This design comes from an exercise in tuning for a short achievable clock period and few clock cycles per item on the open sky130 flow, not from production work. The RTL was checked by simulation tests, not by an equivalence proof against the original design. The clock port is modelled as an ideal driver; clocking choices that lean on that would not hold on a real chip. No activity file was given, so power comes from the tool's default toggle rates.

==> design.v <==
`default_nettype none
package rvv_arch_pkg;
    localparam int VLEN       = 128;
    localparam int SEW        = 8;
    localparam int NUM_ELEM   = VLEN / SEW;
    localparam int NUM_VREG   = 32;
    localparam int VREG_IDX_W = 5;
    localparam int XLEN       = 32;
    localparam int INST_W     = 32;
    typedef logic [VLEN-1:0]       vreg_t;
    typedef logic [VREG_IDX_W-1:0] vidx_t;
    typedef enum logic [2:0] {
        ALU_ADD,
        ALU_SUB,
        ALU_AND,
        ALU_OR,
        ALU_XOR,
        ALU_MV,
        ALU_VID
    } alu_op_e;
    localparam logic [6:0] OPCODE_V = 7'b1010111;
    localparam logic [2:0] F3_OPIVV = 3'b000;
    localparam logic [2:0] F3_OPIVX = 3'b100;
    localparam logic [2:0] F3_OPMVV = 3'b010;
    localparam logic [5:0] F6_VADD  = 6'b000000;
    localparam logic [5:0] F6_VSUB  = 6'b000010;
    localparam logic [5:0] F6_VAND  = 6'b001001;
    localparam logic [5:0] F6_VOR   = 6'b001010;
    localparam logic [5:0] F6_VXOR  = 6'b001011;
    localparam logic [5:0] F6_VMV   = 6'b010111;
    localparam logic [5:0] F6_VMUNARY0 = 6'b010100;
    localparam logic [4:0] VS1_VID     = 5'b10001;
endpackage
`default_nettype wire
`default_nettype none
package rvv_pipe_pkg;
    localparam int P_VLEN   = 128;
    localparam int P_VIDX_W = 5;
    localparam int CQ_DEPTH = 8;
    localparam int CQ_CNT_W = $clog2(CQ_DEPTH) + 1;
    localparam int RQ_DEPTH = 8;
    localparam logic [2:0] OP_ADD  = 3'd0;
    localparam logic [2:0] OP_SUB  = 3'd1;
    localparam logic [2:0] OP_AND  = 3'd2;
    localparam logic [2:0] OP_OR   = 3'd3;
    localparam logic [2:0] OP_XOR  = 3'd4;
    localparam logic [2:0] OP_PASS = 3'd5;
    localparam int RT_W = P_VIDX_W + P_VLEN + 1;
endpackage
`default_nettype wire
`timescale 1ns/1ps
`default_nettype none
module rvv_fifo #(
    parameter int WIDTH = 1,
    parameter int DEPTH = 8
) (
    input  logic             clk,
    input  logic             rst_n,
    input  logic             push,
    input  logic [WIDTH-1:0] din,
    input  logic             pop,
    output logic             nonempty,
    output logic [WIDTH-1:0] head,
    output logic             nonempty_nxt,
    output logic [WIDTH-1:0] head_nxt
);
    logic [WIDTH-1:0] mem [DEPTH];
    logic [DEPTH:0]   fill;      
    logic [DEPTH:0]   fill_nxt;
    logic [DEPTH-1:0] put;       
    assign nonempty     = ~fill[0];
    assign nonempty_nxt = ~fill_nxt[0];
    assign head         = mem[0];
    assign head_nxt     = put[0] ? din : (pop ? mem[(DEPTH > 1) ? 1 : 0] : mem[0]);
    always_comb begin
        for (int i = 0; i < DEPTH; i++) begin
            put[i] = push & (pop ? fill[i + 1] : fill[i]);
        end
        if (push && !pop) begin
            fill_nxt = {fill[DEPTH-1:0], 1'b0};
        end else if (pop && !push) begin
            fill_nxt = {1'b0, fill[DEPTH:1]};
        end else begin
            fill_nxt = fill;
        end
    end
    always_ff @(posedge clk) begin
        for (int i = 0; i < DEPTH; i++) begin
            if (put[i]) begin
                mem[i] <= din;
            end else if (pop) begin
                mem[i] <= (i + 1 < DEPTH) ? mem[(i + 1) % DEPTH] : mem[i];
            end
        end
    end
    always_ff @(posedge clk) begin
        if (!rst_n) begin
            fill <= (DEPTH+1)'(1);
        end else begin
            fill <= fill_nxt;
        end
    end
endmodule
`default_nettype wire
`timescale 1ns/1ps
`default_nettype none
module rvv_decode (
    input  logic [31:0] inst,
    output logic [2:0]  op,
    output logic        legal,
    output logic        use_a,     
    output logic        use_b,     
    output logic        b_scalar,  
    output logic        b_vid      
);
    logic [5:0] funct6;
    logic [2:0] funct3;
    assign funct6 = inst[31:26];
    assign funct3 = inst[14:12];
    always_comb begin
        op       = rvv_pipe_pkg::OP_PASS;
        legal    = 1'b1;
        use_a    = 1'b0;
        use_b    = 1'b0;
        b_scalar = 1'b0;
        b_vid    = 1'b0;
        case (funct3)
            rvv_arch_pkg::F3_OPIVV: begin
                use_a = 1'b1;
                use_b = 1'b1;
                case (funct6)
                    rvv_arch_pkg::F6_VADD: op = rvv_pipe_pkg::OP_ADD;
                    rvv_arch_pkg::F6_VSUB: op = rvv_pipe_pkg::OP_SUB;
                    rvv_arch_pkg::F6_VAND: op = rvv_pipe_pkg::OP_AND;
                    rvv_arch_pkg::F6_VOR:  op = rvv_pipe_pkg::OP_OR;
                    rvv_arch_pkg::F6_VXOR: op = rvv_pipe_pkg::OP_XOR;
                    default: legal = 1'b0;
                endcase
            end
            rvv_arch_pkg::F3_OPIVX: begin
                b_scalar = 1'b1;
                case (funct6)
                    rvv_arch_pkg::F6_VADD: begin
                        op    = rvv_pipe_pkg::OP_ADD;
                        use_a = 1'b1;
                    end
                    rvv_arch_pkg::F6_VMV: op = rvv_pipe_pkg::OP_PASS;
                    default: legal = 1'b0;
                endcase
            end
            rvv_arch_pkg::F3_OPMVV: begin
                b_vid = 1'b1;
                if (funct6 != rvv_arch_pkg::F6_VMUNARY0 || inst[19:15] != rvv_arch_pkg::VS1_VID) begin
                    legal = 1'b0;
                end
            end
            default: legal = 1'b0;
        endcase
        if (inst[6:0] != rvv_arch_pkg::OPCODE_V || !inst[25]) begin
            legal = 1'b0;
        end
        if (!legal) begin
            op       = rvv_pipe_pkg::OP_PASS;
            use_a    = 1'b0;
            use_b    = 1'b0;
            b_scalar = 1'b0;
            b_vid    = 1'b0;
        end
    end
endmodule
`default_nettype wire
`timescale 1ns/1ps
`default_nettype none
module rvv_dispatch (
    input  logic                clk,
    input  logic                rst_n,
    input  logic                accept,
    input  logic [31:0]         inst,
    input  logic [7:0]          scalar,
    input  logic [rvv_arch_pkg::NUM_VREG*rvv_arch_pkg::VLEN-1:0] regs,
    input  logic [31:0]         written,
    input  logic [31:0]         w_sel,
    input  logic                h_en,
    input  rvv_arch_pkg::vidx_t h_vd,
    input  logic [63:0]         h_lo,
    input  logic                y_en,
    input  rvv_arch_pkg::vidx_t y_vd,
    input  rvv_arch_pkg::vreg_t y_data,
    input  rvv_arch_pkg::vreg_t w_data,
    output logic                x_valid,
    output logic                x_legal,
    output rvv_arch_pkg::vidx_t x_vd,
    output logic [3:0]          x_op,     
    output logic                x_sub,
    output logic [7:0]          x_src,    
    output rvv_arch_pkg::vreg_t x_a,
    output rvv_arch_pkg::vreg_t x_b,
    output rvv_arch_pkg::vreg_t x_pass,
    output logic                x_xfa,
    output logic                x_xfb
);
    localparam int NV = rvv_arch_pkg::NUM_VREG;
    localparam int VL = rvv_arch_pkg::VLEN;
    logic [2:0]          d_op;
    logic                d_legal;
    logic                d_use_a;
    logic                d_use_b;
    logic                d_b_scalar;
    logic                d_b_vid;
    logic                d_pass;
    logic                d_sub;
    logic                d_fwd_a;
    logic                d_fwd_b;
    logic                vx_in;
    logic                dh_a, dy_a, dw_a;
    logic                dh_b, dy_b, dw_b;
    logic [NV-1:0]       dec_a;
    logic [NV-1:0]       dec_b;
    logic [NV-1:0]       dlo_a, dhi_a, dlo_b, dhi_b;
    logic                r_valid;
    logic [2:0]          op;
    logic                legal;
    logic                b_scalar;
    logic                b_vid;
    rvv_arch_pkg::vidx_t vd;
    logic [7:0]          scalar_q;
    logic [7:0]          src;
    logic                xf_a, xf_b;
    logic [NV-1:0]       slo_a, shi_a, slo_b, shi_b;
    logic                lo_h_a, lo_y_a, lo_w_a, hi_y_a, hi_w_a;
    logic                lo_h_b, lo_y_b, lo_w_b, hi_y_b, hi_w_b;
    logic                s_b;     
    rvv_arch_pkg::vreg_t splat;
    rvv_arch_pkg::vreg_t vid;
    rvv_arch_pkg::vreg_t na;
    rvv_arch_pkg::vreg_t nb;
    rvv_decode u_dec (
        .inst(inst), .op(d_op), .legal(d_legal), .use_a(d_use_a), .use_b(d_use_b),
        .b_scalar(d_b_scalar), .b_vid(d_b_vid)
    );
    assign vx_in   = inst[14];
    assign d_pass  = (d_op == rvv_pipe_pkg::OP_PASS);
    assign d_sub   = (d_op == rvv_pipe_pkg::OP_SUB);
    assign d_fwd_a = d_use_a & r_valid & legal & (vd == inst[24:20]);
    assign d_fwd_b = d_use_b & r_valid & legal & (vd == inst[19:15]);
    assign dh_a = x_valid & x_legal & (x_vd == inst[24:20]);
    assign dy_a = h_en & (h_vd == inst[24:20]);
    assign dw_a = y_en & (y_vd == inst[24:20]);
    assign dh_b = x_valid & x_legal & (x_vd == inst[19:15]) & ~vx_in;
    assign dy_b = h_en & (h_vd == inst[19:15]) & ~vx_in;
    assign dw_b = y_en & (y_vd == inst[19:15]) & ~vx_in;
    always_comb begin
        for (int k = 0; k < NV; k++) begin
            dec_a[k] = (inst[24:20] == 5'(k)) & (written[k] | w_sel[k]);
            dec_b[k] = (inst[19:15] == 5'(k)) & (written[k] | w_sel[k]) & ~vx_in;
        end
        dhi_a = dec_a & {NV{~dy_a & ~dw_a}};
        dlo_a = dhi_a & {NV{~dh_a}};
        dhi_b = dec_b & {NV{~dy_b & ~dw_b}};
        dlo_b = dhi_b & {NV{~dh_b}};
    end
    always_ff @(posedge clk) begin
        if (!rst_n) begin
            r_valid <= 1'b0;
        end else begin
            r_valid <= accept;
        end
    end
    always_ff @(posedge clk) begin
        op       <= d_op;
        legal    <= d_legal;
        b_scalar <= d_b_scalar;
        b_vid    <= d_b_vid;
        vd       <= inst[11:7];
        scalar_q <= scalar;
        xf_a     <= dh_a;
        xf_b     <= dh_b;
        slo_a    <= dlo_a;
        shi_a    <= dhi_a;
        slo_b    <= dlo_b;
        shi_b    <= dhi_b;
        lo_h_a   <= dh_a;
        lo_y_a   <= dy_a & ~dh_a;
        lo_w_a   <= dw_a & ~dy_a & ~dh_a;
        hi_y_a   <= dy_a;
        hi_w_a   <= dw_a & ~dy_a;
        lo_h_b   <= dh_b;
        lo_y_b   <= dy_b & ~dh_b;
        lo_w_b   <= dw_b & ~dy_b & ~dh_b;
        hi_y_b   <= dy_b;
        hi_w_b   <= dw_b & ~dy_b;
        s_b      <= vx_in;
        src      <= {d_pass, ~d_pass & d_fwd_a & d_fwd_b,
                     ~d_pass & ~d_fwd_a & d_fwd_b & d_sub, ~d_pass & ~d_fwd_a & d_fwd_b & ~d_sub,
                     ~d_pass & d_fwd_a & ~d_fwd_b & d_sub, ~d_pass & d_fwd_a & ~d_fwd_b & ~d_sub,
                     ~d_pass & ~d_fwd_a & ~d_fwd_b & d_sub, ~d_pass & ~d_fwd_a & ~d_fwd_b & ~d_sub};
    end
    assign splat = {rvv_arch_pkg::NUM_ELEM{scalar_q}};
    always_comb begin
        for (int i = 0; i < rvv_arch_pkg::NUM_ELEM; i++) begin
            vid[i*8 +: 8] = 8'(i);
        end
    end
    always_comb begin
        for (int i = 0; i < rvv_arch_pkg::NUM_ELEM; i++) begin
            logic [3:0]    alo, ahi, blo, bhi;
            alo = ({4{lo_h_a}} & h_lo[i*4 +: 4])
                | ({4{lo_y_a}} & y_data[i*8 +: 4])
                | ({4{lo_w_a}} & w_data[i*8 +: 4]);
            ahi = ({4{hi_y_a}} & y_data[i*8 + 4 +: 4])
                | ({4{hi_w_a}} & w_data[i*8 + 4 +: 4]);
            blo = ({4{lo_h_b}} & h_lo[i*4 +: 4])
                | ({4{lo_y_b}} & y_data[i*8 +: 4])
                | ({4{lo_w_b}} & w_data[i*8 +: 4])
                | ({4{s_b}} & splat[i*8 +: 4]);
            bhi = ({4{hi_y_b}} & y_data[i*8 + 4 +: 4])
                | ({4{hi_w_b}} & w_data[i*8 + 4 +: 4])
                | ({4{s_b}} & splat[i*8 + 4 +: 4]);
            for (int k = 0; k < NV; k++) begin
                alo = alo | ({4{slo_a[k]}} & regs[k*VL + i*8 +: 4]);
                ahi = ahi | ({4{shi_a[k]}} & regs[k*VL + i*8 + 4 +: 4]);
                blo = blo | ({4{slo_b[k]}} & regs[k*VL + i*8 +: 4]);
                bhi = bhi | ({4{shi_b[k]}} & regs[k*VL + i*8 + 4 +: 4]);
            end
            na[i*8 +: 8] = {ahi, alo};
            nb[i*8 +: 8] = {bhi, blo};
        end
    end
    always_ff @(posedge clk) begin
        if (!rst_n) begin
            x_valid <= 1'b0;
        end else begin
            x_valid <= r_valid;
        end
    end
    always_ff @(posedge clk) begin
        x_legal <= legal;
        x_vd    <= vd;
        x_op    <= {op == rvv_pipe_pkg::OP_XOR, op == rvv_pipe_pkg::OP_OR,
                    op == rvv_pipe_pkg::OP_AND,
                    op == rvv_pipe_pkg::OP_ADD || op == rvv_pipe_pkg::OP_SUB};
        x_sub   <= (op == rvv_pipe_pkg::OP_SUB);
        x_src   <= src;
        x_a     <= na;
        x_b     <= nb;
        x_xfa   <= xf_a;
        x_xfb   <= xf_b;
        x_pass  <= b_scalar ? splat : (b_vid ? vid : '0);
    end
endmodule
`default_nettype wire
`timescale 1ns/1ps
`default_nettype none
module rvv_vrf (
    input  logic                clk,
    input  logic                rst_n,
    input  logic [31:0]         wr_sel,
    input  rvv_arch_pkg::vreg_t wr_data,
    output logic [rvv_arch_pkg::NUM_VREG*rvv_arch_pkg::VLEN-1:0] regs,
    output logic [31:0]         written
);
    always_ff @(posedge clk) begin
        if (!rst_n) begin
            written <= '0;
        end else begin
            written <= written | wr_sel;
        end
    end
    always_ff @(posedge clk) begin
        for (int i = 0; i < rvv_arch_pkg::NUM_VREG; i++) begin
            if (wr_sel[i]) begin
                regs[i*rvv_arch_pkg::VLEN +: rvv_arch_pkg::VLEN] <= wr_data;
            end
        end
    end
endmodule
`default_nettype wire
`timescale 1ns/1ps
`default_nettype none
module rvv_alu (
    input  logic [3:0]  sel,    
    input  logic [15:0] cin,
    input  logic [63:0] a,
    input  logic [63:0] b,
    output logic [63:0] y,
    output logic [15:0] cout
);
    always_comb begin
        for (int i = 0; i < 16; i++) begin
            logic [3:0] ae, be;
            logic [4:0] s;
            ae = a[i*4 +: 4];
            be = b[i*4 +: 4];
            s  = {1'b0, ae} + {1'b0, be} + {4'b0, cin[i]};
            y[i*4 +: 4] = ({4{sel[0]}} & s[3:0])
                        | ({4{sel[1]}} & (ae & be))
                        | ({4{sel[2]}} & (ae | be))
                        | ({4{sel[3]}} & (ae ^ be));
            cout[i] = s[4];
        end
    end
endmodule
`default_nettype wire
`timescale 1ns/1ps
`default_nettype none
module rvv_retire (
    input  logic                  clk,
    input  logic                  rst_n,
    input  logic                  res_valid,
    input  rvv_arch_pkg::vidx_t   res_vd,
    input  rvv_arch_pkg::vreg_t   res_data,
    input  logic                  res_illegal,
    output logic                  rt_valid,
    output rvv_arch_pkg::vidx_t   rt_vd,
    output rvv_arch_pkg::vreg_t   rt_data,
    output logic                  rt_illegal,
    input  logic                  rt_ready,
    output logic                  taken
);
    localparam int W = rvv_pipe_pkg::RT_W;
    logic         valid;
    logic         valid_nxt;
    logic [W-1:0] head;
    logic [W-1:0] head_nxt;
    assign taken = valid & rt_ready;
    rvv_fifo #(.WIDTH(W), .DEPTH(rvv_pipe_pkg::RQ_DEPTH)) u_queue (
        .clk(clk), .rst_n(rst_n),
        .push(res_valid), .din({res_vd, res_data, res_illegal}), .pop(taken),
        .nonempty(valid), .head(head),
        .nonempty_nxt(valid_nxt), .head_nxt(head_nxt)
    );
    always_ff @(posedge clk) begin
        if (!rst_n) begin
            rt_valid <= 1'b0;
            {rt_vd, rt_data, rt_illegal} <= '0;
        end else begin
            rt_valid <= valid_nxt;
            {rt_vd, rt_data, rt_illegal} <= head_nxt;
        end
    end
endmodule
`default_nettype wire
`timescale 1ns/1ps
`default_nettype none
module rvv_backend (
    input  logic                                 clk,
    input  logic                                 rst_n,
    input  logic                                 insts_valid,
    input  logic [rvv_arch_pkg::INST_W-1:0]      insts,
    input  logic [rvv_arch_pkg::XLEN-1:0]        insts_scalar,
    output logic                                 insts_ready,
    output logic [rvv_pipe_pkg::CQ_CNT_W-1:0]    remaining_count,
    output logic                                 rt_valid,
    output rvv_arch_pkg::vidx_t                  rt_vd,
    output rvv_arch_pkg::vreg_t                  rt_data,
    output logic                                 rt_illegal,
    input  logic                                 rt_ready,
    output logic                                 rvv_idle
);
    localparam int CQ_CNT_W = rvv_pipe_pkg::CQ_CNT_W;
    localparam int CQ_DEPTH = rvv_pipe_pkg::CQ_DEPTH;
    logic [rvv_arch_pkg::NUM_VREG*rvv_arch_pkg::VLEN-1:0] regs;
    logic [31:0]         written;
    logic                x_valid;
    logic                x_legal;
    rvv_arch_pkg::vidx_t x_vd;
    logic [3:0]          x_op;
    logic                x_sub;
    logic [7:0]          x_src;
    rvv_arch_pkg::vreg_t x_a;
    rvv_arch_pkg::vreg_t x_b;
    rvv_arch_pkg::vreg_t x_pass;
    logic                x_xfa;
    logic                x_xfb;
    logic [63:0]         xa_lo, xb_lo, xp_lo;
    logic [63:0]         l_00, l_00s, l_10, l_10s, l_01, l_01s, l_11;
    logic [15:0]         c_00, c_00s, c_10, c_10s, c_01, c_01s, c_11;
    logic [63:0]         lo_y;
    logic [15:0]         lo_c;
    logic [63:0]         yl;         
    logic [15:0]         c4;         
    logic                h_valid;
    logic                h_en;
    logic                h_ill;
    rvv_arch_pkg::vidx_t h_vd;
    logic [3:0]          h_op;
    logic                h_sub;
    logic [7:0]          h_src;
    logic [63:0]         h_a, h_b, h_pass;
    logic [63:0]         u_00, u_00s, u_10, u_10s, u_01, u_01s, u_11;
    logic [63:0]         hi_y;
    logic [63:0]         yh;         
    logic [63:0]         yl_d;       
    logic                y_valid;
    logic                y_en;
    logic                y_ill;
    rvv_arch_pkg::vidx_t y_vd;
    rvv_arch_pkg::vreg_t y_data;
    logic                w_en;
    rvv_arch_pkg::vidx_t w_vd;
    logic [31:0]         w_sel;
    rvv_arch_pkg::vreg_t w_data;
    logic [CQ_CNT_W-1:0] outstanding_n;
    logic [CQ_CNT_W-1:0] outstanding;
    logic [CQ_CNT_W-1:0] outstanding_nxt;
    logic                accept;
    logic                taken;
    logic                rt_taken;
    assign outstanding = ~outstanding_n;
    assign accept = insts_valid & (outstanding != CQ_CNT_W'(CQ_DEPTH));
    assign taken  = rt_taken;
    always_comb begin
        outstanding_nxt = outstanding;
        if (accept && !taken) begin
            outstanding_nxt = outstanding + 1'b1;
        end else if (taken && !accept) begin
            outstanding_nxt = outstanding - 1'b1;
        end
    end
    always_ff @(posedge clk) begin
        if (!rst_n) begin
            outstanding_n   <= '1;
            insts_ready     <= 1'b1;
            remaining_count <= CQ_CNT_W'(CQ_DEPTH);
            rvv_idle        <= 1'b1;
        end else begin
            outstanding_n   <= ~outstanding_nxt;
            insts_ready     <= (outstanding_nxt != CQ_CNT_W'(CQ_DEPTH));
            remaining_count <= CQ_CNT_W'(CQ_DEPTH) - outstanding_nxt;
            rvv_idle        <= (outstanding_nxt == '0);
        end
    end
    rvv_dispatch u_dispatch (
        .clk(clk), .rst_n(rst_n),
        .accept(accept), .inst(insts), .scalar(insts_scalar[7:0]),
        .regs(regs), .written(written), .w_sel(w_sel),
        .h_en(h_en), .h_vd(h_vd), .h_lo(yl),
        .y_en(y_en), .y_vd(y_vd), .y_data(y_data),
        .w_data(w_data),
        .x_valid(x_valid), .x_legal(x_legal), .x_vd(x_vd),
        .x_op(x_op), .x_sub(x_sub), .x_src(x_src),
        .x_a(x_a), .x_b(x_b), .x_pass(x_pass),
        .x_xfa(x_xfa), .x_xfb(x_xfb)
    );
    rvv_vrf u_vrf (
        .clk(clk), .rst_n(rst_n),
        .wr_sel(w_sel), .wr_data(w_data),
        .regs(regs), .written(written)
    );
    always_comb begin
        for (int i = 0; i < rvv_arch_pkg::NUM_ELEM; i++) begin
            xa_lo[i*4 +: 4]  = x_a[i*8 +: 4];
            xb_lo[i*4 +: 4]  = x_b[i*8 +: 4];
            xp_lo[i*4 +: 4]  = x_pass[i*8 +: 4];
        end
    end
    rvv_alu u_lo_00  (.sel(x_op),    .cin(16'h0000), .a(xa_lo), .b(xb_lo),  .y(l_00),  .cout(c_00));
    rvv_alu u_lo_00s (.sel(4'b0001), .cin(16'hffff), .a(xa_lo), .b(~xb_lo), .y(l_00s), .cout(c_00s));
    rvv_alu u_lo_10  (.sel(x_op),    .cin(16'h0000), .a(yl),    .b(xb_lo),  .y(l_10),  .cout(c_10));
    rvv_alu u_lo_10s (.sel(4'b0001), .cin(16'hffff), .a(yl),    .b(~xb_lo), .y(l_10s), .cout(c_10s));
    rvv_alu u_lo_01  (.sel(x_op),    .cin(16'h0000), .a(xa_lo), .b(yl),     .y(l_01),  .cout(c_01));
    rvv_alu u_lo_01s (.sel(4'b0001), .cin(16'hffff), .a(xa_lo), .b(~yl),    .y(l_01s), .cout(c_01s));
    always_comb begin
        for (int i = 0; i < rvv_arch_pkg::NUM_ELEM; i++) begin
            l_11[i*4 +: 4] = ({4{x_op[0] & ~x_sub}} & {yl[i*4 +: 3], 1'b0})
                           | ({4{x_op[1] | x_op[2]}} & yl[i*4 +: 4]);
            c_11[i]        = yl[i*4 + 3];
            u_11[i*4 +: 4] = ({4{h_op[0] & ~h_sub}} & {yh[i*4 +: 3], c4[i]})
                           | ({4{h_op[1] | h_op[2]}} & yh[i*4 +: 4]);
        end
    end
    assign lo_y = ({64{x_src[0]}} & l_00)
                | ({64{x_src[1]}} & l_00s)
                | ({64{x_src[2]}} & l_10)
                | ({64{x_src[3]}} & l_10s)
                | ({64{x_src[4]}} & l_01)
                | ({64{x_src[5]}} & l_01s)
                | ({64{x_src[6]}} & l_11)
                | ({64{x_src[7]}} & xp_lo);
    assign lo_c = ({16{x_src[0]}} & c_00)
                | ({16{x_src[1]}} & c_00s)
                | ({16{x_src[2]}} & c_10)
                | ({16{x_src[3]}} & c_10s)
                | ({16{x_src[4]}} & c_01)
                | ({16{x_src[5]}} & c_01s)
                | ({16{x_src[6]}} & c_11);
    always_ff @(posedge clk) begin
        if (!rst_n) begin
            h_valid <= 1'b0;
            h_en    <= 1'b0;
        end else begin
            h_valid <= x_valid;
            h_en    <= x_valid & x_legal;
        end
    end
    always_ff @(posedge clk) begin
        yl     <= lo_y;
        c4     <= lo_c;
        h_vd   <= x_vd;
        h_ill  <= ~x_legal;
        h_op   <= x_op;
        h_sub  <= x_sub;
        h_src  <= x_src;
        for (int i = 0; i < rvv_arch_pkg::NUM_ELEM; i++) begin
            h_a[i*4 +: 4]    <= x_xfa ? yh[i*4 +: 4] : x_a[i*8 + 4 +: 4];
            h_b[i*4 +: 4]    <= x_xfb ? yh[i*4 +: 4] : x_b[i*8 + 4 +: 4];
            h_pass[i*4 +: 4] <= x_pass[i*8 + 4 +: 4];
        end
    end
    rvv_alu u_hi_00  (.sel(h_op),    .cin(c4), .a(h_a), .b(h_b),  .y(u_00),  .cout());
    rvv_alu u_hi_00s (.sel(4'b0001), .cin(c4), .a(h_a), .b(~h_b), .y(u_00s), .cout());
    rvv_alu u_hi_10  (.sel(h_op),    .cin(c4), .a(yh),  .b(h_b),  .y(u_10),  .cout());
    rvv_alu u_hi_10s (.sel(4'b0001), .cin(c4), .a(yh),  .b(~h_b), .y(u_10s), .cout());
    rvv_alu u_hi_01  (.sel(h_op),    .cin(c4), .a(h_a), .b(yh),   .y(u_01),  .cout());
    rvv_alu u_hi_01s (.sel(4'b0001), .cin(c4), .a(h_a), .b(~yh),  .y(u_01s), .cout());
    assign hi_y = ({64{h_src[0]}} & u_00)
                | ({64{h_src[1]}} & u_00s)
                | ({64{h_src[2]}} & u_10)
                | ({64{h_src[3]}} & u_10s)
                | ({64{h_src[4]}} & u_01)
                | ({64{h_src[5]}} & u_01s)
                | ({64{h_src[6]}} & u_11)
                | ({64{h_src[7]}} & h_pass);
    always_ff @(posedge clk) begin
        if (!rst_n) begin
            y_valid <= 1'b0;
            y_en    <= 1'b0;
            w_en    <= 1'b0;
            w_sel   <= '0;
        end else begin
            y_valid <= h_valid;
            y_en    <= h_en;
            w_en    <= y_en;
            for (int i = 0; i < rvv_arch_pkg::NUM_VREG; i++) begin
                w_sel[i] <= y_en & (y_vd == 5'(i));
            end
        end
    end
    always_ff @(posedge clk) begin
        yh     <= hi_y;
        yl_d   <= yl;
        y_vd   <= h_vd;
        y_ill  <= h_ill;
        w_data <= y_data;
        w_vd   <= y_vd;
    end
    always_comb begin
        for (int i = 0; i < rvv_arch_pkg::NUM_ELEM; i++) begin
            y_data[i*8 +: 8] = {yh[i*4 +: 4], yl_d[i*4 +: 4]};
        end
    end
    rvv_retire u_retire (
        .clk(clk), .rst_n(rst_n),
        .res_valid(y_valid), .res_vd(y_vd), .res_data(y_data), .res_illegal(y_ill),
        .rt_valid(rt_valid), .rt_vd(rt_vd), .rt_data(rt_data),
        .rt_illegal(rt_illegal), .rt_ready(rt_ready), .taken(rt_taken)
    );
endmodule
`default_nettype wire
==> flow/run.sh <==
#!/bin/bash
# The standard layout (standard.sh) with four additions through ORFS's
# step hooks:
#  - the ports placed on the die's edges by flow/io.tcl (IO_CONSTRAINTS,
#    read by the floorplan step);
#  - the flip-flop driving each output port held next to its pin during
#    global placement (flow/pre_gp.tcl and flow/post_gp.tcl);
#  - more passes of ORFS's own timing repair after the clock tree and
#    global routing steps (flow/post_cts.tcl and flow/post_grt.tcl).
# The ORFS run's whole output goes to standard_finish.log in this folder;
# each ORFS step also keeps its own log under orfs/logs/.
set -o pipefail
here=$(pwd)
bash "$here/standard.sh" \
    IO_CONSTRAINTS="$here/flow/io.tcl" \
    PRE_GLOBAL_PLACE_TCL="$here/flow/pre_gp.tcl" \
    POST_GLOBAL_PLACE_TCL="$here/flow/post_gp.tcl" \
    POST_CTS_TCL="$here/flow/post_cts.tcl" \
    POST_GLOBAL_ROUTE_TCL="$here/flow/post_grt.tcl" \
    finish > "$here/standard_finish.log" 2>&1
==> flow/io.tcl <==
# Ports on the die's edges in the order the data flows: commands in on the
# left edge, results out along the bottom edge, each bus spread evenly in
# bit order; the clock in the middle of the top edge.
set die [[ord::get_db_block] getDieArea]
set dbu [[ord::get_db_block] getDbUnitsPerMicron]
set w [expr {double([$die dx]) / $dbu}]
set h [expr {double([$die dy]) / $dbu}]

proc spread {names edge len} {
  set n [llength $names]
  set lo [expr {0.1 * $len}]
  set step [expr {0.8 * $len / $n}]
  for {set i 0} {$i < $n} {incr i} {
    set a [expr {$lo + $i * $step}]
    set b [expr {$a + $step}]
    set_io_pin_constraint -pin_names [list [lindex $names $i]] -region $edge:[format %.2f $a]-[format %.2f $b]
  }
}

set outs {}
for {set i 0} {$i < 128} {incr i} { lappend outs "rt_data\[$i\]" }
for {set i 0} {$i < 5} {incr i} { lappend outs "rt_vd\[$i\]" }
lappend outs rt_illegal rt_valid rt_ready
spread $outs bottom $w

set ins {}
lappend ins rst_n insts_valid insts_ready rvv_idle
for {set i 0} {$i < 4} {incr i} { lappend ins "remaining_count\[$i\]" }
for {set i 0} {$i < 32} {incr i} { lappend ins "insts\[$i\]" }
for {set i 0} {$i < 32} {incr i} { lappend ins "insts_scalar\[$i\]" }
spread $ins left $h

set_io_pin_constraint -pin_names {clk} -region top:[format %.2f [expr {0.48 * $w}]]-[format %.2f [expr {0.52 * $w}]]
==> flow/post_cts.tcl <==
# After ORFS's clock tree step has repaired timing once: more passes of the
# same repair, which the first pass leaves undone when it stops at the
# worst path (a path to an output that no repair can speed up), then
# legalise the placement as ORFS's step does.
estimate_parasitics -placement
foreach phases {LEGACY ENDPOINT_FANIN LEGACY} {
  repair_timing -setup -setup_margin $::env(SETUP_SLACK_MARGIN) \
    -repair_tns 100 -match_cell_footprint -phases $phases -verbose
}
repair_timing -hold -hold_margin 0.05 -match_cell_footprint -verbose
detailed_placement
check_placement -verbose
estimate_parasitics -placement
report_worst_slack -max
report_worst_slack -min
==> flow/post_gp.tcl <==
# After global placement: release the output flip-flops held by pre_gp.tcl
set block [ord::get_db_block]
set f [open $::env(RESULTS_DIR)/pinned_flops.txt r]
set names [split [string trim [read $f]] "\n"]
close $f
set n 0
foreach name $names {
  if {$name eq ""} { continue }
  set inst [$block findInst $name]
  if {$inst ne "NULL"} { $inst setPlacementStatus PLACED; incr n }
}
puts "post_gp: released $n output flip-flops"
==> flow/post_grt.tcl <==
# After ORFS's global routing step has repaired timing once: more passes of
# the same repair, which the first pass leaves undone when it stops at the
# worst path (a path to an output that no repair can speed up), then
# legalise and reroute the changed nets as ORFS's step does.
estimate_parasitics -global_routing
global_route -start_incremental
foreach phases {LEGACY ENDPOINT_FANIN LEGACY LEGACY} {
  repair_timing -setup -setup_margin $::env(SETUP_SLACK_MARGIN) \
    -repair_tns 100 -match_cell_footprint -phases $phases -verbose
}
repair_timing -hold -hold_margin 0.05 -match_cell_footprint -verbose
detailed_placement
global_route -end_incremental
estimate_parasitics -global_routing
report_worst_slack -max
report_worst_slack -min
==> flow/pre_gp.tcl <==
# Before global placement: put the flip-flop driving each output port right
# inside the die next to its pin, held in place while the other cells are
# placed around it (post_gp.tcl releases it for legalisation).
set block [ord::get_db_block]
set core [$block getCoreArea]
set ::my_pinned {}
foreach bterm [$block getBTerms] {
  if {[$bterm getIoType] ne "OUTPUT"} { continue }
  set net [$bterm getNet]
  if {$net eq "NULL"} { continue }
  set drv ""
  foreach it [$net getITerms] {
    if {[$it isOutputSignal]} { set drv [$it getInst] }
  }
  if {$drv eq ""} { continue }
  if {![[$drv getMaster] isSequential]} { continue }
  set pins [$bterm getBPins]
  if {[llength $pins] == 0} { continue }
  set bb [[lindex $pins 0] getBBox]
  set px [expr {([$bb xMin] + [$bb xMax]) / 2}]
  set py [expr {([$bb yMin] + [$bb yMax]) / 2}]
  set w [[$drv getMaster] getWidth]
  set h [[$drv getMaster] getHeight]
  set x [expr {min(max($px - $w / 2, [$core xMin]), [$core xMax] - $w)}]
  set y [expr {min(max($py - $h / 2, [$core yMin]), [$core yMax] - $h)}]
  $drv setLocation $x $y
  $drv setPlacementStatus FIRM
  lappend ::my_pinned [$drv getName]
}
puts "pre_gp: held [llength $::my_pinned] output flip-flops at their pins"
set f [open $::env(RESULTS_DIR)/pinned_flops.txt w]
puts $f [join $::my_pinned "\n"]
close $f
==> standard.sh <==
#!/bin/bash
# synth_recipe.tcl (not shown) runs the flow's synth.tcl, then flattens the netlist and writes it again
# the make line also repeats each setting of config.mk as NAME=value (left out here)
make -C /OpenROAD-flow-scripts/flow DESIGN_CONFIG=/design/flow/config.mk WORK_HOME=/design/flow/orfs CLKGATE_MAP_FILE= SYNTH_SCRIPT=/design/flow/synth_recipe.tcl "${@:-finish}"
==> config.mk <==
export PLATFORM = sky130hd
export DESIGN_NAME = rvv_backend
export DESIGN_NICKNAME = rvv_backend
export VERILOG_FILES = /design/flow/design.v
export SDC_FILE = /design/flow/constraint.sdc
export NUM_CORES = 8
export LEC_CHECK = 0
export CAP_MARGIN = 50
export CORE_MARGIN = 2
export CORE_UTILIZATION = 42
export PLACE_DENSITY = 0.45
export SETUP_SLACK_MARGIN = 3.5
export SLEW_MARGIN = 65
export TNS_END_PERCENT = 100
==> constraint.sdc <==
create_clock -name core_clock -period 6.0 [get_ports {clk}]
set_input_delay 1.2000 -clock core_clock [delete_from_list [all_inputs] [get_ports {clk}]]
set_output_delay 1.2000 -clock core_clock [all_outputs]
set_load 0.01 [all_outputs]
==> results of run 1 <==
==> cell families after synthesis <==
group | count (synthesis) | share of synthesized area (%)
AOI/OAI and AO/OA | 6503 | 16.99
DFF | 6340 | 62.36
and+or+nand+nor | 3179 | 5.740
buffers and inverters | 2145 | 2.898
adders and majority gates | 1349 | 6.696
muxes | 1080 | 4.212
xor gates and xnor gates | 359 | 1.106
==> area by class of cell <==
class | count | area share [%]
multi-input combinational | 12470 | 29.24
antenna | 105 | 0.07694
sequential | 6340 | 52.29
clock buffer | 982 | 5.876
timing repair inverter | 1 | 0.002565
timing repair buffer | 1730 | 7.458
tap | 8968 | 3.286
clock inverter | 344 | 1.063
inverter | 599 | 0.7075
==> per-layer routing <==
metal,routed length [um],vias to the layer above,part of all wire [%]
met4,116000,97,7.8
met5,781,-,0.053
met1,562900,116553,38
li1,-,85841,-
met2,588900,21447,40
met3,213800,5012,14
==> metrics by stage <==
stage	cells	instance area, um2	utilization [%]	hold WS, ps	setup slack [ps]
detailed placement	29925	314200	46.51	312.5	1659
finish	31539	341500	50.55	324.4	3217
global placement	29402	300800	44.52	313.0	1500
floorplan	20955	284500	-	309.6	1647
==> power by group through the flow <==
stage	sequential (uW)	combinational, uW	clock [uW]
3_3_place_gp	48700	2320	0
2_1_floorplan	48800	1170	0
3_5_place_dp	48700	2330	0
6_report	47700	2330	45100
==> synthesized netlist by cell type, drive strengths merged (26+ instances only) <==
master,instances
edfxtp,5034
a22oi,3090
dfxtp,1306
ha,1061
nand2,1016
clkbuf,1011
mux2,932
nand4,885
o21ai,781
a221oi,757
a22o,713
inv,596
buf,535
a21oi,435
nor2,352
fa,288
nand3,247
xnor2,217
a222oi,173
and2,163
mux2i,148
xor2,142
nor4,141
nor3,137
o21bai,106
a221o,92
nand2b,90
a21o,85
o211ai,69
nor2b,54
a31oi,50
nand4b,47
o21a,35
o22ai,26
==> worst reg2reg max path, stage by stage (launching register included) <==
cell and delay (ps):
dfxtp_4 430, buf_16 230, buf_12 180, buf_6 330, buf_6 290, a22oi_1 340, nand4_1 120, nor4_1 360
nand2_1 250
==> final timing paths <==
| check | from | endpoint | slack, ps | depth (start not counted) |
|---|---|---|---|---|
| hold / removal | u_dispatch.src[6]$_DFF_P_ | u_dispatch.x_src[6]$_DFF_P_ | 320 | 0 |
| hold reg to reg | u_dispatch.src[6]$_DFF_P_ | u_dispatch.x_src[6]$_DFF_P_ | 320 | 0 |
| setup reg to reg | u_dispatch.slo_a[26]$_DFF_P_ | u_dispatch.x_a[122]$_DFF_P_ | 3290 | 8 |
| setup / recovery | u_retire.rt_data[62]$_SDFF_PN0_ | rt_data[62] | 3220 | 1 |
==> flip-flops by register name, indices dropped and copies added, names as in the netlist, 64 cells and up <==
register,cells
u_vrf.regs,4096
u_retire.u_queue.mem,1072
u_dispatch.x_a,128
u_dispatch.x_b,128
u_retire.rt_data,128
w_data,128
h_a,64
h_b,64
yh,64
yl,64
yl_d,64
==> results.cfg, run 1 <==
[die]
die_x_um = 826.8
io_pins = 209
initial_core_util_pct = 42.09
die_area_um2 = 683600
die_y_um = 826.8
core_um2 = 675600
rows = 302

[pwr]
p_total_uw = 95140
p_leak_uw = 0.1259
seqPwrFrac_pct = 50.2
power_switching_uw = 20840
power.internal_uw = 74300
power_frac_clock_pct = 47.4
powerDensity_nw_per_um2 = 278.6
switching_share_pct = 21.91
ir_drop_mv = 0.3226
comb_power_share_pct = 2.5

[status]
status = finished clean

[clock_network]
clk_latency_ps = 1160
cts_tree = done
clock_sink_count = 6340
clk_pin_slew_ps = 60

[route]
postRouteAntennaNets = 0
drt_iter0_markers = 46795
finalWirelength_mm = 1482
first_pass_iters = 10
drcViolationCount = 0
wl_per_cell_um = 47.00
vias = 228950
vias_per_cell = 7.259

[synthesis]
synth_top_area_cell = edfxtp_1
yosys_warnings = 8
synth_cells = 20955
netlist-cell-type-count = 71
synth.avg_cell_area_um2 = 13.57
synth-seq-area-share_pct = 62.36
synth_enable_flop_cells = 5034
synthArstFlopShare_pct = 0
synth_area_leaders = edfxtp_1, dfxtp_1, a22oi_1
ys_seq_elements = 6340
synth_flop_cell = edfxtp_1
syn_area_um2 = 284400
yosys.area.top_type_share_pct = 53.16
syn_nets = 22372

[worst_setup_path]
critPathMaxFanout = 1
path_cells = buf_6
worstSetupPathType = flip-flop to primary output
crit_family = flip-flops
critPathBufInv = 1
slowest_stage = dfxtp_2
cp.arrival_ps = 1580
cp_slowest_stage_delay_ps = 320
end_kind = primary output
setup.worst_path.start_class = flip-flop
required_ps = 4800

[timing]
fin_skew_ps = 63.81
setup_viol = 0
period_needed_ps = 2783
max_slew_margin_pct = 54.19
worst_slew_pin_slew_ps = 687.1
setup-tns-final_ps = 0
post-route-period-util_pct = 46.38
maxSlewViolCount = 0
hold_violations = 0
max_freq_mhz = 359.3

[layout]
final_cell_mix = edfxtp_1, a22oi_1, ha_1, nand2_1, mux2_2
num-fill-cells = 57681
multi_input_area_um2 = 99840
nets = 23265
layout_commonest_cell = edfxtp_1
syn2layout_area_growth_pct = 20.10
layout-drive-gt1-share_pct = 19.97
seqCellArea_um2 = 178600

[placement]
portBuffers = 184
dp_hpwl_mm = 950.6

[grt]
grt_util_met2_pct = 57.15
use_met3_pct = 14.28
grt_max_degree = 95
antenna_found_initial = 120
first_global_vias = 215764
track_usage_pct = 41.53
globalRouteOverflowTotal = 0
busiest_layer = met2
grt_pass1_wl_mm = 1941
met1_usage_pct = 56.15

[min_path]
hp-class = flip-flop to flip-flop

[job]
drv_cap = 0
Testbench counts, summed over its fixed seeds: cycles 3,240, items 3,200.
==> run 2: changes to the inputs <==
--- a/design.v
+++ b/design.v
@@ -195,6 +195,7 @@
     output logic [7:0]          x_src,    
     output rvv_arch_pkg::vreg_t x_a,
     output rvv_arch_pkg::vreg_t x_b,
+    output rvv_arch_pkg::vreg_t x_bn,     
     output rvv_arch_pkg::vreg_t x_pass,
     output logic                x_xfa,
     output logic                x_xfb
@@ -343,6 +344,7 @@
         x_src   <= src;
         x_a     <= na;
         x_b     <= nb;
+        x_bn    <= ~nb;
         x_xfa   <= xf_a;
         x_xfb   <= xf_b;
         x_pass  <= b_scalar ? splat : (b_vid ? vid : '0);
@@ -469,15 +471,17 @@
     logic [7:0]          x_src;
     rvv_arch_pkg::vreg_t x_a;
     rvv_arch_pkg::vreg_t x_b;
+    rvv_arch_pkg::vreg_t x_bn;
     rvv_arch_pkg::vreg_t x_pass;
     logic                x_xfa;
     logic                x_xfb;
-    logic [63:0]         xa_lo, xb_lo, xp_lo;
+    logic [63:0]         xa_lo, xb_lo, xbn_lo, xp_lo;
     logic [63:0]         l_00, l_00s, l_10, l_10s, l_01, l_01s, l_11;
     logic [15:0]         c_00, c_00s, c_10, c_10s, c_01, c_01s, c_11;
     logic [63:0]         lo_y;
     logic [15:0]         lo_c;
     logic [63:0]         yl;         
+    logic [63:0]         yl_n;       
     logic [15:0]         c4;         
     logic                h_valid;
     logic                h_en;
@@ -486,10 +490,11 @@
     logic [3:0]          h_op;
     logic                h_sub;
     logic [7:0]          h_src;
-    logic [63:0]         h_a, h_b, h_pass;
+    logic [63:0]         h_a, h_b, h_bn, h_pass;
     logic [63:0]         u_00, u_00s, u_10, u_10s, u_01, u_01s, u_11;
     logic [63:0]         hi_y;
     logic [63:0]         yh;         
+    logic [63:0]         yh_n;       
     logic [63:0]         yl_d;       
     logic                y_valid;
     logic                y_en;
@@ -539,7 +544,7 @@
         .w_data(w_data),
         .x_valid(x_valid), .x_legal(x_legal), .x_vd(x_vd),
         .x_op(x_op), .x_sub(x_sub), .x_src(x_src),
-        .x_a(x_a), .x_b(x_b), .x_pass(x_pass),
+        .x_a(x_a), .x_b(x_b), .x_bn(x_bn), .x_pass(x_pass),
         .x_xfa(x_xfa), .x_xfb(x_xfb)
     );
     rvv_vrf u_vrf (
@@ -551,15 +556,16 @@
         for (int i = 0; i < rvv_arch_pkg::NUM_ELEM; i++) begin
             xa_lo[i*4 +: 4]  = x_a[i*8 +: 4];
             xb_lo[i*4 +: 4]  = x_b[i*8 +: 4];
+            xbn_lo[i*4 +: 4] = x_bn[i*8 +: 4];
             xp_lo[i*4 +: 4]  = x_pass[i*8 +: 4];
         end
     end
     rvv_alu u_lo_00  (.sel(x_op),    .cin(16'h0000), .a(xa_lo), .b(xb_lo),  .y(l_00),  .cout(c_00));
-    rvv_alu u_lo_00s (.sel(4'b0001), .cin(16'hffff), .a(xa_lo), .b(~xb_lo), .y(l_00s), .cout(c_00s));
+    rvv_alu u_lo_00s (.sel(4'b0001), .cin(16'hffff), .a(xa_lo), .b(xbn_lo), .y(l_00s), .cout(c_00s));
     rvv_alu u_lo_10  (.sel(x_op),    .cin(16'h0000), .a(yl),    .b(xb_lo),  .y(l_10),  .cout(c_10));
-    rvv_alu u_lo_10s (.sel(4'b0001), .cin(16'hffff), .a(yl),    .b(~xb_lo), .y(l_10s), .cout(c_10s));
+    rvv_alu u_lo_10s (.sel(4'b0001), .cin(16'hffff), .a(yl),    .b(xbn_lo), .y(l_10s), .cout(c_10s));
     rvv_alu u_lo_01  (.sel(x_op),    .cin(16'h0000), .a(xa_lo), .b(yl),     .y(l_01),  .cout(c_01));
-    rvv_alu u_lo_01s (.sel(4'b0001), .cin(16'hffff), .a(xa_lo), .b(~yl),    .y(l_01s), .cout(c_01s));
+    rvv_alu u_lo_01s (.sel(4'b0001), .cin(16'hffff), .a(xa_lo), .b(yl_n),   .y(l_01s), .cout(c_01s));
     always_comb begin
         for (int i = 0; i < rvv_arch_pkg::NUM_ELEM; i++) begin
             l_11[i*4 +: 4] = ({4{x_op[0] & ~x_sub}} & {yl[i*4 +: 3], 1'b0})
@@ -595,6 +601,7 @@
     end
     always_ff @(posedge clk) begin
         yl     <= lo_y;
+        yl_n   <= ~lo_y;
         c4     <= lo_c;
         h_vd   <= x_vd;
         h_ill  <= ~x_legal;
@@ -604,15 +611,16 @@
         for (int i = 0; i < rvv_arch_pkg::NUM_ELEM; i++) begin
             h_a[i*4 +: 4]    <= x_xfa ? yh[i*4 +: 4] : x_a[i*8 + 4 +: 4];
             h_b[i*4 +: 4]    <= x_xfb ? yh[i*4 +: 4] : x_b[i*8 + 4 +: 4];
+            h_bn[i*4 +: 4]   <= x_xfb ? yh_n[i*4 +: 4] : x_bn[i*8 + 4 +: 4];
             h_pass[i*4 +: 4] <= x_pass[i*8 + 4 +: 4];
         end
     end
     rvv_alu u_hi_00  (.sel(h_op),    .cin(c4), .a(h_a), .b(h_b),  .y(u_00),  .cout());
-    rvv_alu u_hi_00s (.sel(4'b0001), .cin(c4), .a(h_a), .b(~h_b), .y(u_00s), .cout());
+    rvv_alu u_hi_00s (.sel(4'b0001), .cin(c4), .a(h_a), .b(h_bn), .y(u_00s), .cout());
     rvv_alu u_hi_10  (.sel(h_op),    .cin(c4), .a(yh),  .b(h_b),  .y(u_10),  .cout());
-    rvv_alu u_hi_10s (.sel(4'b0001), .cin(c4), .a(yh),  .b(~h_b), .y(u_10s), .cout());
+    rvv_alu u_hi_10s (.sel(4'b0001), .cin(c4), .a(yh),  .b(h_bn), .y(u_10s), .cout());
     rvv_alu u_hi_01  (.sel(h_op),    .cin(c4), .a(h_a), .b(yh),   .y(u_01),  .cout());
-    rvv_alu u_hi_01s (.sel(4'b0001), .cin(c4), .a(h_a), .b(~yh),  .y(u_01s), .cout());
+    rvv_alu u_hi_01s (.sel(4'b0001), .cin(c4), .a(h_a), .b(yh_n), .y(u_01s), .cout());
     assign hi_y = ({64{h_src[0]}} & u_00)
                 | ({64{h_src[1]}} & u_00s)
                 | ({64{h_src[2]}} & u_10)
@@ -638,6 +646,7 @@
     end
     always_ff @(posedge clk) begin
         yh     <= hi_y;
+        yh_n   <= ~hi_y;
         yl_d   <= yl;
         y_vd   <= h_vd;
         y_ill  <= h_ill;
--- a/flow/run.sh
+++ b/flow/run.sh
@@ -3,8 +3,9 @@
 # step hooks:
 #  - the ports placed on the die's edges by flow/io.tcl (IO_CONSTRAINTS,
 #    read by the floorplan step);
-#  - the flip-flop driving each output port held next to its pin during
-#    global placement (flow/pre_gp.tcl and flow/post_gp.tcl);
+#  - the flip-flop driving each output port held next to its pin, and the
+#    read stage's register file selects held in the middle of the core,
+#    during global placement (flow/pre_gp.tcl and flow/post_gp.tcl);
 #  - more passes of ORFS's own timing repair after the clock tree and
 #    global routing steps (flow/post_cts.tcl and flow/post_grt.tcl).
 # The ORFS run's whole output goes to standard_finish.log in this folder;
==> flow/post_gp.tcl (replaced) <==
# After global placement: release the flip-flops held by pre_gp.tcl
set block [ord::get_db_block]
set f [open $::env(RESULTS_DIR)/pinned_flops.txt r]
set names [split [string trim [read $f]] "\n"]
close $f
set n 0
foreach name $names {
  if {$name eq ""} { continue }
  set inst [$block findInst $name]
  if {$inst ne "NULL"} { $inst setPlacementStatus PLACED; incr n }
}
puts "post_gp: released $n flip-flops"
==> flow/pre_gp.tcl (replaced) <==
# Before global placement, hold some flip-flops in place while the other
# cells are placed around them (post_gp.tcl releases them for
# legalisation):
#  - the flip-flop driving each output port, right inside the die next to
#    its pin;
#  - the read stage's register file selects, which each reach every bit of
#    the register file, in the middle of the core.
set block [ord::get_db_block]
set core [$block getCoreArea]
set ::my_pinned {}

proc my_hold {inst x y} {
  set core [[ord::get_db_block] getCoreArea]
  set w [[$inst getMaster] getWidth]
  set h [[$inst getMaster] getHeight]
  set x [expr {min(max($x - $w / 2, [$core xMin]), [$core xMax] - $w)}]
  set y [expr {min(max($y - $h / 2, [$core yMin]), [$core yMax] - $h)}]
  $inst setLocation $x $y
  $inst setPlacementStatus FIRM
  lappend ::my_pinned [$inst getName]
}

foreach bterm [$block getBTerms] {
  if {[$bterm getIoType] ne "OUTPUT"} { continue }
  set net [$bterm getNet]
  if {$net eq "NULL"} { continue }
  set drv ""
  foreach it [$net getITerms] {
    if {[$it isOutputSignal]} { set drv [$it getInst] }
  }
  if {$drv eq ""} { continue }
  if {![[$drv getMaster] isSequential]} { continue }
  set pins [$bterm getBPins]
  if {[llength $pins] == 0} { continue }
  set bb [[lindex $pins 0] getBBox]
  my_hold $drv [expr {([$bb xMin] + [$bb xMax]) / 2}] [expr {([$bb yMin] + [$bb yMax]) / 2}]
}
set n_out [llength $::my_pinned]

set cx [expr {([$core xMin] + [$core xMax]) / 2}]
set cy [expr {([$core yMin] + [$core yMax]) / 2}]
foreach inst [$block getInsts] {
  if {![[$inst getMaster] isSequential]} { continue }
  if {[regexp {^u_dispatch\.(slo|shi|sr)_[ab]} [$inst getName]]} {
    my_hold $inst $cx $cy
  }
}
puts "pre_gp: held $n_out output flip-flops at their pins and [expr {[llength $::my_pinned] - $n_out}] read selects in the middle"
set f [open $::env(RESULTS_DIR)/pinned_flops.txt w]
puts $f [join $::my_pinned "\n"]
close $f
==> run 2 against run 1 <==
Largest cell class unchanged; setup slack got worse by 38 ps; highest routed layer unchanged; critical path type unchanged; critical path depth did not move; clock-buffer cell count rose by 76; still clean on timing, DRC and antenna.
==> results.cfg, run 2 <==
[pwr]
power_switching_uw = 21900
switching_share_pct = 22.14
powerDensity_nw_per_um2 = 280.6
power_frac_clock_pct = 47.2
seqPwrFrac_pct = 50.3
power.internal_uw = 77030
p_leak_uw = 0.1321
ir_drop_mv = 0.4220
comb_power_share_pct = 2.5

[grt]
grt_pass1_wl_mm = 2054
antenna_found_initial = 148
grt_max_degree = 107
track_usage_pct = 42.85
globalRouteOverflowTotal = 0
first_global_vias = 220402

[layout]
layout-drive-gt1-share_pct = 18.96
fin_util_pct = 50.50
layout_commonest_cell = edfxtp_1
largest_register = u_vrf.regs
largest_reg_flops = 4096
final_cell_mix = edfxtp_1, a22oi_1, dfxtp_1, ha_1, mux2_2
syn2layout_area_growth_pct = 19.87
reg_top3 = u_vrf.regs x4096, u_retire.u_queue.mem x1072
design_area_um2 = 352600
nets = 24049

[synthesis]
synth_cells = 21762
synth_flop_cell = edfxtp_1
synth_top_area_cell = edfxtp_1
syn_area_um2 = 294200
synth.avg_cell_area_um2 = 13.52
synth_enable_flop_cells = 5034
syn_nets = 23179
netlist-cell-type-count = 72
yosys_warnings = 8
synthTopCellsByCount = edfxtp_1, a22oi_1, dfxtp_1, ha_1, clkbuf_1
synth-seq-area-share_pct = 62.45
synth_area_leaders = edfxtp_1, dfxtp_1, a22oi_1
yosys.area.top_type_share_pct = 51.39
ys_seq_elements = 6660
synthArstFlopShare_pct = 0
yosysMostFrequentCell = edfxtp_1

[die]
core_um2 = 698300
io_pins = 209
rows = 307
die_y_um = 840.9
initial_core_util_pct = 42.13
die_area_um2 = 707100
die_x_um = 840.9

[clock_network]
clk_pin_slew_ps = 60
clock_sink_count = 6660
cts_tree = done
clk_latency_ps = 1240

[route]
finalWirelength_mm = 1573
drcViolationCount = 0
first_pass_iters = 8
drt_iter0_markers = 44846
postRouteAntennaNets = 0
wl_per_cell_um = 47.85
vias_per_cell = 7.123
vias = 234084

[worst_setup_path]
r2r_cells = 9
slowest_stage = dfxtp_2
crit_family = flip-flops
rrSetupSlack_ps = 3300
end_kind = primary output
reg2reg_to = u_dispatch.x_b[102]$_DFF_P_
cp_slowest_stage_delay_ps = 320
critPathMaxFanout = 1
path_cells = buf_6
crit_cells = 1
worstSetupPathType = flip-flop to primary output
required_ps = 4800
timing.rr.start = u_dispatch.shi_b[15]$_DFF_P_
critPathBufInv = 1
cp.arrival_ps = 1620
setup.worst_path.start_class = flip-flop

[placement]
place_area_um2 = 324800
portBuffers = 184
dp_hpwl_mm = 1004

[job]
drv_cap = 0

[timing]
period_needed_ps = 2821
hold_violations = 0
worst_slew_pin_slew_ps = 625.4
setup_viol = 0
maxSlewViolCount = 0
setup-tns-final_ps = 0
post-route-period-util_pct = 47.02
max_slew_margin_pct = 58.31
max_freq_mhz = 354.5
fin_skew_ps = 119.6

[min_path]
hold_end = u_dispatch.x_src[4]$_DFF_P_
hp-class = flip-flop to flip-flop
hold_start = u_dispatch.src[4]$_DFF_P_
holdPathStages = 0

[status]
status = finished clean
run 2: cell count changes in the layout (fill, tap and decap cells not counted), sizes merged, moves of 116 or more:
cell   change
nand2    -193
dfxtp    +320
inv      +254
diode    +211
and3     +192
a21o     +116
run 2: layout make-up:
cell class                      instances  area, um2
Fill cell                           59731     345700
Sequential cell                      6660     185000
Multi-Input combinational cell      12735     102800
Timing Repair Buffer                 1675      24970
Clock buffer                         1058      20950
Tap cell                             9270      11600
Clock inverter                        330       3381
Inverter                              819       3166
Antenna cell                          316      790.8
Timing Repair inverter                  2      20.02
run 2: power groups by stage:
stage / combinational [uW] / clock, uW / sequential [uW]
after floorplan: 1170 / 0 / 50900
after global placement: 2410 / 0 / 50800
after detailed placement: 2430 / 0 / 50800
final: 2480 / 46700 / 49800
run 2: metal layers:
layer / share of wire, % / vias up / track usage [%]
li1: - / 88637 / -
met1: 36 / 118614 / 54.01
met2: 41 / 20896 / 61.63
met3: 13 / 5842 / 12.83
met4: 9.8 / 95 / 33.23
met5: 0.068 / - / 0.4878
run 2: per-stage QoR:
stage	power, uW	std cells	hold slack, ps	setup slack [ps]
final	98940	32865	324.2	3179
after detailed placement	53190	31057	312.1	1534
after global placement	53200	30515	310.8	1160
after floorplan	52040	21762	309.6	1647
run 2: cells by family (layout without fill, tap and decap cells):
group	after synthesis	in the layout	share of synthesized area, %
compound gates	6500	6500	16.52
xor+xnor	430	430	1.280
fa+ha+maj	1349	1349	6.473
buf+inv	2367	3884	3.074
flops	6660	6660	62.45
mux	1137	1137	4.292
other cells	0	316	0
simple gates	3319	3319	5.910
run 2: worst max-delay path by stage:
stage          slack, ps                       startpoint                                   end
2_1_floorplan       1650                         rt_ready  u_retire.u_queue.mem[7][0]$_DFFE_PP_
3_3_place_gp        1160                        insts[24]          u_dispatch.slo_a[22]$_DFF_P_
3_5_place_dp        1530                         rt_ready  u_retire.u_queue.mem[6][3]$_DFFE_PP_
6_report            3180  u_retire.rt_data[37]$_SDFF_PN0_                           rt_data[37]
Testbench counts of run 2, summed over its fixed seeds: cycles 3,240, items 3,200.

re-timing with driven ports:
How much do the figures lean on ideal ports? The routed layouts below were timed once more, with nothing changed but the port constraints.
Step 1 assumes that a clkbuf_16 drives the clock port and a buf_2 every other input.
Step 2 adds t to the input delays and takes it off the output delays; t is the mean of the earliest and latest rising clock arrival at the registers after step 1. Input paths then give back, and output paths get back, about the clock's delay inside the block.
a / b / c = ideal / step 1 / step 2; a / b = the first two.
run | t, ns | setup WS [ns] | worst hold slack (ns) | clock arrival spread, ns | pins driven straight from the clock port
run 1 | 1.228 | 3.217 / 3.118 / 2.414 | 0.324 / 0.286 / 0.324 | 0.074 / 0.074 | 1
run 2 | 1.283 | 3.179 / 3.076 / 2.243 | 0.324 / 0.266 / 0.324 | 0.120 / 0.119 | 1
After both steps setup and hold are still met in every run listed. The setup slack of run 2, which loses most, moves by -0.103 ns with the drivers and by -0.936 ns with both steps.
